This is an optimization exercise on Yosys and OpenROAD, whose aim is small area, a short achievable clock period and few clock cycles per item, not a production implementation.
Function was checked by simulation only, so behaviour that the tests miss may differ from the original.
No activity file was given, so power comes from the tool's default toggle rates.

==> run a: inputs <==
==> flow/design.v (excerpt) <==
module sht_top (
    input  logic        clk,
    input  logic        rst_n,
    input  logic        req_valid,
    output logic        req_ready,
    input  logic [2:0]  req_opcode,
    input  logic        req_delete_after,
    input  logic [31:0] req_lookup_value,
    input  logic [47:0] req_address,
    input  logic [31:0] req_new_segment_id,
    input  logic [31:0] req_new_size,
    input  logic [7:0]  req_entry_select,
    output logic        rsp_valid,
    input  logic        rsp_ready,
    output logic [1:0]  rsp_status,
    output logic [3:0]  rsp_hit_index,
    output logic        rsp_hit_in_use,
    output logic [31:0] rsp_hit_key,
    output logic [31:0] rsp_hit_segment_id,
    output logic [47:0] rsp_hit_address,
    output logic [31:0] rsp_hit_size,
    output logic [4:0]  rsp_used_count
);
export LEC_CHECK = 0
export CAP_MARGIN = 30
export CORE_MARGIN = 2
export CORE_UTILIZATION = 50
export CTS_CLUSTER_DIAMETER = 100
export CTS_CLUSTER_SIZE = 25
export PLACE_DENSITY = 0.72
export SETUP_SLACK_MARGIN = 4.7
export SLEW_MARGIN = 20
create_clock -name core_clock -period 8.0 [get_ports {clk}]
run.sh (not shown) runs the stock make flow with config.mk's settings and CLKGATE_MAP_FILE= SYNTH_SCRIPT=/design/flow/synth_recipe.tcl, a recipe that flattens the netlist after the stock synthesis.
==> run b: changes against run a <==
--- a/flow/design.v
+++ b/flow/design.v
@@ -82,30 +82,25 @@
     logic             ready_q;        
     logic             full_q;         
     logic             r2_v, r3_v;
     logic             adv;            
     logic             go;             
-    logic             go_q;           
-    logic             full_next, r2_v_next;
     assign adv       = !full_q;
     assign req_ready = ready_q;
     assign go        = r2_v && adv;
     logic              r2_lookup;     
     logic              r2_create;
-    logic              r2_tk_k;       
-    logic              r2_tk_s;       
-    logic              r2_tk_a;       
     logic              r2_upd;        
     logic              r2_ur;         
     logic              r2_rng16;      
     logic              r2_del;
     logic [1:0]        r2_st_base;    
     logic [31:0]       r2_lv;
     logic [ADDR_W-1:0] r2_addr;
     logic [31:0]       r2_nid;
     logic [31:0]       r2_nsize;
-    logic [N-1:0]      r2_mk, r2_ms, r2_ma, r2_sel;
+    logic [N-1:0]      r2_take, r2_ms, r2_ma, r2_sel;
     logic [N-1:0]        e_used;
     logic [N-1:0]        e_zd;
     logic [N-1:0][31:0]  e_key;
     logic [N-1:0][31:0]  e_id;
     logic [N-1:0][ADDR_W-1:0] e_addr;
@@ -131,21 +126,22 @@
             .addr    (e_addr[i]),
             .size    (e_size[i])
         );
     end
     logic [N-1:0] sel_oh;
-    logic         lv_nz, ad_nz, eqk, eqs, eqa, sel_rng, tk_k, tk_s, tk_a;
+    logic         lv_nz, ad_nz, eqk, eqs, eqa, sel_rng, tk_k, tk_s, tk_a, tk_new;
     assign lv_nz   = (req_lookup_value != 32'd0);
     assign ad_nz   = (req_address != {ADDR_W{1'b0}});
     assign eqk     = lv_nz && (req_lookup_value == r2_lv);
     assign eqs     = lv_nz && (req_lookup_value == r2_nid);
     assign eqa     = ad_nz && (req_address == r2_addr);
     assign sel_rng = (req_entry_select >= SEL_W'(N));
     assign tk_k    = (req_opcode == OP_CREATE) || (req_opcode == OP_GET_KEY);
     assign tk_s    = (req_opcode == OP_GET_ID);
     assign tk_a    = (req_opcode == OP_GET_ADDR);
-    logic [N-1:0] eq_k, eq_s, eq_a, en_k, en_s, en_a, ins_k, ins_s, ins_a, kill_sa;
+    assign tk_new  = (tk_k && eqk);
+    logic [N-1:0] eq_k, eq_s, eq_a, en_k, en_s, en_a, ins_t, ins_s, ins_a, kill_sa;
     always_comb
     begin
         for (int i = 0; i < N; i++)
         begin
             eq_k[i]    = (e_key[i] == req_lookup_value);
@@ -156,33 +152,31 @@
             en_k[i]    = lv_nz && e_used[i] && !w_clear[i];
             en_s[i]    = lv_nz && !e_zd[i] && !kill_sa[i];
             en_a[i]    = ad_nz && !e_zd[i] && !kill_sa[i];
             ins_s[i]   = w_upd[i] && eqs;
             ins_a[i]   = w_upd[i] && eqa;
-            ins_k[i]   = w_alloc[i] && eqk;
+            ins_t[i]   = (w_alloc[i] && tk_new) || (tk_s && ins_s[i]) || (tk_a && ins_a[i]);
         end
     end
     always_ff @(posedge clk)
     begin
         if (adv)
         begin
             r2_lookup  <= !req_opcode[2];
             r2_create  <= (req_opcode == OP_CREATE);
-            r2_tk_k    <= tk_k;
-            r2_tk_s    <= tk_s;
-            r2_tk_a    <= tk_a;
             r2_upd     <= (req_opcode == OP_UPDATE) && !sel_rng;
             r2_ur      <= (req_opcode[2:1] == 2'b10) && !sel_rng;
             r2_rng16   <= (req_opcode[2:1] == 2'b10) && sel_rng;
             r2_st_base <= req_opcode[1] ? ST_MISS : (sel_rng ? ST_RANGE : ST_OK);
             r2_del     <= req_delete_after;
             r2_lv      <= req_lookup_value;
             r2_addr    <= req_address;
             r2_nid     <= req_new_segment_id;
             r2_nsize   <= req_new_size;
             r2_sel     <= sel_oh;
-            r2_mk      <= (eq_k & en_k) | ins_k;
+            r2_take    <= (eq_k & en_k & {N{tk_k}}) | (eq_s & en_s & {N{tk_s}})
+                        | (eq_a & en_a & {N{tk_a}}) | ins_t;
             r2_ms      <= (eq_s & en_s) | ins_s;
             r2_ma      <= (eq_a & en_a) | ins_a;
         end
     end
     function automatic logic multi(input logic [N-1:0] v);
@@ -205,32 +199,31 @@
             t3[i] = t2[2*i] | t2[2*i+1] | (a2[2*i] & a2[2*i+1]);
         end
         multi = t3[0] | t3[1] | (a3[0] & a3[1]);
     endfunction
     logic         conflict, found, anyfree, ok_hit, ok_new, newslot;
-    logic [N-1:0] ff, cand, take;
+    logic [N-1:0] ff, cand;
     logic [4:0]   cnt_q, cnt_next;
     logic         hit_used, cand_used, cand_zd, kshow, dshow, okidx;
     logic [3:0]   cand_idx;
     logic [1:0]   status;
     always_comb
     begin
         conflict = multi(r2_ms) | multi(r2_ma);
-        take     = (r2_mk & {N{r2_tk_k}}) | (r2_ms & {N{r2_tk_s}}) | (r2_ma & {N{r2_tk_a}});
-        found    = (r2_tk_k && (|r2_mk)) || (r2_tk_s && (|r2_ms)) || (r2_tk_a && (|r2_ma));
+        found    = |r2_take;
         ff = '0;
         for (int i = N - 1; i >= 0; i--)
         begin
             if (!e_used[i])
                 ff = N'(1) << i;
         end
         anyfree  = !(&e_used);
         newslot  = r2_create && !found && anyfree;
         ok_hit   = found && !conflict;
         ok_new   = newslot && !conflict;
-        cand      = take | (ff & {N{newslot}}) | (r2_sel & {N{r2_ur}});
-        hit_used  = |(take & e_used);
+        cand      = r2_take | (ff & {N{newslot}}) | (r2_sel & {N{r2_ur}});
+        hit_used  = |(r2_take & e_used);
         cand_used = |(cand & e_used);
         cand_zd   = |(cand & e_zd);
         cand_idx  = '0;
         for (int i = 0; i < N; i++)
         begin
@@ -238,57 +231,60 @@
                 cand_idx = cand_idx | 4'(i);
         end
         okidx = r2_lookup ? ((found || newslot) && !conflict) : r2_ur;
         kshow = r2_lookup ? (!conflict && (found ? hit_used : newslot)) : (r2_ur && cand_used);
         dshow = r2_lookup ? (!conflict && (found || newslot) && !cand_zd) : (r2_upd || (r2_ur && !cand_zd));
-        w_key    = ff & {N{go_q}};
-        w_alloc  = ff & {N{go_q && ok_new && !r2_del}};
-        w_clear  = ((take & {N{ok_hit}}) | (ff & {N{ok_new}})) & {N{go_q && r2_del}};
-        w_upd    = r2_sel & {N{go_q && r2_upd}};
+        w_key    = ff & {N{adv}};
+        w_alloc  = ff & {N{go && ok_new && !r2_del}};
+        w_clear  = ((r2_take & {N{ok_hit}}) | (ff & {N{ok_new}})) & {N{go && r2_del}};
+        w_upd    = r2_sel & {N{go && r2_upd}};
         cnt_next = cnt_q;
         if (ok_new && !r2_del)
             cnt_next = cnt_q + 5'd1;
         else if (ok_hit && r2_del && hit_used)
             cnt_next = cnt_q - 5'd1;
         if (r2_lookup)
             status = conflict ? ST_CONFLICT : ((found || newslot) ? ST_OK : ST_MISS);
         else
             status = r2_st_base;
     end
-    logic [N-1:0] r3_ksel, r3_dsel;   
-    logic         r3_kshow;
+    logic [N-1:0] r3_sel;
+    logic         r3_kshow, r3_dshow;
     logic [3:0]   r3_index;
     logic [1:0]   r3_status;
     logic         r3_rng16;
     logic [4:0]   r3_cnt;
     always_ff @(posedge clk)
     begin
         if (adv)
         begin
-            r3_ksel   <= cand & {N{kshow}};
-            r3_dsel   <= cand & {N{dshow}};
+            r3_sel    <= cand;
             r3_kshow  <= kshow;
+            r3_dshow  <= dshow;
             r3_index  <= cand_idx & {4{okidx}};
             r3_status <= status;
             r3_rng16  <= r2_rng16;
             r3_cnt    <= cnt_next;
         end
     end
+    logic [N-1:0]      ksel, dsel;
     logic [31:0]       o_key, o_id, o_size;
     logic [ADDR_W-1:0] o_addr;
     always_comb
     begin
+        ksel   = r3_sel & {N{r3_kshow}};
+        dsel   = r3_sel & {N{r3_dshow}};
         o_key  = '0;
         o_id   = '0;
         o_addr = '0;
         o_size = '0;
         for (int i = 0; i < N; i++)
         begin
-            o_key   = o_key  | (e_key[i]  & {32{r3_ksel[i]}});
-            o_id    = o_id   | (e_id[i]   & {32{r3_dsel[i]}});
-            o_addr  = o_addr | (e_addr[i] & {ADDR_W{r3_dsel[i]}});
-            o_size  = o_size | (e_size[i] & {32{r3_dsel[i]}});
+            o_key   = o_key  | (e_key[i]  & {32{ksel[i]}});
+            o_id    = o_id   | (e_id[i]   & {32{dsel[i]}});
+            o_addr  = o_addr | (e_addr[i] & {ADDR_W{dsel[i]}});
+            o_size  = o_size | (e_size[i] & {32{dsel[i]}});
         end
         if (r3_rng16)
             o_size = 32'(N);
     end
     logic [RSP_W-1:0] res, out_q, skid_q;
@@ -301,35 +297,33 @@
         if (full_q ? pop : (push && (!out_v || rsp_ready)))
             out_q <= full_q ? skid_q : res;
         if (!full_q && push && out_v && !rsp_ready)
             skid_q <= res;
     end
-    assign full_next = full_q ? !pop : (push && out_v && !rsp_ready);
-    assign r2_v_next = adv ? (req_valid && ready_q) : r2_v;
     assign rsp_valid = out_v;
     assign rsp_data  = out_q;
     always_ff @(posedge clk or negedge rst_n)
     begin
         if (!rst_n)
         begin
             ready_q    <= 1'b0;
             full_q     <= 1'b0;
-            go_q       <= 1'b0;
             out_v      <= 1'b0;
             r2_v       <= 1'b0;
             r3_v       <= 1'b0;
             cnt_q      <= 5'd0;
         end
         else
         begin
-            full_q  <= full_next;
-            go_q    <= r2_v_next && !full_next;
+            full_q  <= full_q ? !pop : (push && out_v && !rsp_ready);
             ready_q <= full_q ? pop : !(push && out_v && !rsp_ready);
             out_v   <= full_q || push || (out_v && !rsp_ready);
-            r2_v <= r2_v_next;
             if (adv)
+            begin
+                r2_v <= req_valid && ready_q;
                 r3_v <= r2_v;
+            end
             if (go)
                 cnt_q <= cnt_next;
         end
     end
 endmodule
- CAP_MARGIN: 30 -> 20
- CTS_CLUSTER_DIAMETER: 100 -> default
- CTS_CLUSTER_SIZE: 25 -> default
- PLACE_DENSITY: 0.72 -> default
==> run c: changes against run a <==
--- a/flow/design.v
+++ b/flow/design.v
@@ -77,19 +77,16 @@
     input  logic [SEL_W-1:0]  req_entry_select,
     output logic              rsp_valid,
     input  logic              rsp_ready,
     output logic [RSP_W-1:0]  rsp_data
 );
-    logic             ready_q;        
-    logic             full_q;         
+    logic             out_v;          
     logic             r2_v, r3_v;
     logic             adv;            
     logic             go;             
-    logic             go_q;           
-    logic             full_next, r2_v_next;
-    assign adv       = !full_q;
-    assign req_ready = ready_q;
+    assign adv       = !out_v || rsp_ready;
+    assign req_ready = adv;
     assign go        = r2_v && adv;
     logic              r2_lookup;     
     logic              r2_create;
     logic              r2_tk_k;       
     logic              r2_tk_s;       
@@ -238,14 +235,14 @@
                 cand_idx = cand_idx | 4'(i);
         end
         okidx = r2_lookup ? ((found || newslot) && !conflict) : r2_ur;
         kshow = r2_lookup ? (!conflict && (found ? hit_used : newslot)) : (r2_ur && cand_used);
         dshow = r2_lookup ? (!conflict && (found || newslot) && !cand_zd) : (r2_upd || (r2_ur && !cand_zd));
-        w_key    = ff & {N{go_q}};
-        w_alloc  = ff & {N{go_q && ok_new && !r2_del}};
-        w_clear  = ((take & {N{ok_hit}}) | (ff & {N{ok_new}})) & {N{go_q && r2_del}};
-        w_upd    = r2_sel & {N{go_q && r2_upd}};
+        w_key    = ff & {N{go}};
+        w_alloc  = ff & {N{go && ok_new && !r2_del}};
+        w_clear  = ((take & {N{ok_hit}}) | (ff & {N{ok_new}})) & {N{go && r2_del}};
+        w_upd    = r2_sel & {N{go && r2_upd}};
         cnt_next = cnt_q;
         if (ok_new && !r2_del)
             cnt_next = cnt_q + 5'd1;
         else if (ok_hit && r2_del && hit_used)
             cnt_next = cnt_q - 5'd1;
@@ -289,47 +286,36 @@
             o_size  = o_size | (e_size[i] & {32{r3_dsel[i]}});
         end
         if (r3_rng16)
             o_size = 32'(N);
     end
-    logic [RSP_W-1:0] res, out_q, skid_q;
-    logic             out_v, push, pop;
-    assign res  = {r3_status, r3_index, r3_kshow, o_key, o_id, o_addr, o_size, r3_cnt};
-    assign push = r3_v && adv;
-    assign pop  = out_v && rsp_ready;
+    logic [RSP_W-1:0] res, out_q;
+    assign res = {r3_status, r3_index, r3_kshow, o_key, o_id, o_addr, o_size, r3_cnt};
     always_ff @(posedge clk)
     begin
-        if (full_q ? pop : (push && (!out_v || rsp_ready)))
-            out_q <= full_q ? skid_q : res;
-        if (!full_q && push && out_v && !rsp_ready)
-            skid_q <= res;
+        if (adv && r3_v)
+            out_q <= res;
     end
-    assign full_next = full_q ? !pop : (push && out_v && !rsp_ready);
-    assign r2_v_next = adv ? (req_valid && ready_q) : r2_v;
     assign rsp_valid = out_v;
     assign rsp_data  = out_q;
     always_ff @(posedge clk or negedge rst_n)
     begin
         if (!rst_n)
         begin
-            ready_q    <= 1'b0;
-            full_q     <= 1'b0;
-            go_q       <= 1'b0;
             out_v      <= 1'b0;
             r2_v       <= 1'b0;
             r3_v       <= 1'b0;
             cnt_q      <= 5'd0;
         end
         else
         begin
-            full_q  <= full_next;
-            go_q    <= r2_v_next && !full_next;
-            ready_q <= full_q ? pop : !(push && out_v && !rsp_ready);
-            out_v   <= full_q || push || (out_v && !rsp_ready);
-            r2_v <= r2_v_next;
             if (adv)
-                r3_v <= r2_v;
+            begin
+                out_v <= r3_v;
+                r3_v  <= r2_v;
+                r2_v  <= req_valid;
+            end
             if (go)
                 cnt_q <= cnt_next;
         end
     end
 endmodule
==> run summary <==
quantity                                                                           run b                        run c                  run a
Worst Path Max Fanout                                                                  7                            4                     10
Share of the cycle needed by the critical path after routing                      46.82%                       46.43%                 44.68%
Worst setup path start                                                    req_address[6]                    rsp_ready    req_lookup_value[9]
Run status                                                    complete, but fails checks     timing/DRC/antenna clean  timing/DRC/antenna clean
Violated checks                                               max-capacitance violations                            -                      -
Seq_cells                                                                           2904                         2764                   2923
Metal-1 WL                                                                     211300 um                    221800 um              224800 um
Clock share of power                                                               29.6%                        25.0%                  19.9%
Number of antenna cells inserted                                                      44                           18                     24
Worst path bufs/invs                                                                   4                            2                      4
Wire length per cell                                                            52.75 um                     52.46 um               52.07 um
Type of the setup path with the least slack                        input pin to register  input pin to primary output  input pin to register
Smallest setup slack after layout                                               4.254 ns                     4.285 ns               4.425 ns
Post-route minimum period                                                       3.746 ns                     3.715 ns               3.575 ns
Overall Global Routing Usage                                                      50.79%                       48.42%                 48.07%
Seq. cell area                                                                87020 um^2                   82820 um^2             87580 um^2
Synthesized-area fraction occupied by xor and xnor cells                          12.64%                       13.40%                 12.82%
Register bit count reported by yosys                                                2904                         2764                   2923
Inverters excl. clock                                                                109                          102                     85
Total stage count of the critical path                                                11                            3                      9
Via count of the first global-routing pass                                         86800                        78880                  82950
Synthesis-to-layout area growth                                                   22.13%                       14.84%                 15.49%
End point of the critical path                                        u_core.r2_take[11]                    req_ready        u_core.r2_ms[0]
Initial DRC Count                                                                  19490                        19820                  19820
Testbench counts of run a, summed over its fixed seeds: cycles 3,224, items 3,200.
Testbench counts of run b, summed over its fixed seeds: cycles 3,224, items 3,200.
Testbench counts of run c, summed over its fixed seeds: cycles 3,224, items 3,200.

## static timing again, ports no longer ideal
The flow's constraints put no driver on any port. The routed layouts listed below were extracted and timed again, unchanged, in two steps.
Step 1 assumes that a clkbuf_16 drives the clock port and a buf_2 every other input.
Step 2 adds t to the input delays and takes it off the output delays; t is the mean of the earliest and latest rising clock arrival at the registers after step 1. Input paths then give back, and output paths get back, about the clock's delay inside the block.
a / b / c = ideal ports / drivers / drivers and shift; a / b = the first two.
run	t, ns	slack for setup (ns)	hold WS [ns]	worst setup path after step 2	worst slew at a driven data input, ns
run a	0.964	4.425 / 4.411 / 3.447	0.439 / 0.439 / 0.439	input to register	0.19
run b	1.099	4.254 / 4.321 / 3.222	0.445 / 0.445 / 0.445	input to register	0.29
run c	0.967	4.285 / 4.250 / 3.560	0.410 / 0.410 / 0.410	input to register	0.11
The setup slack of run b, which loses most, moves by +0.067 ns with the drivers and by -1.032 ns with both steps.
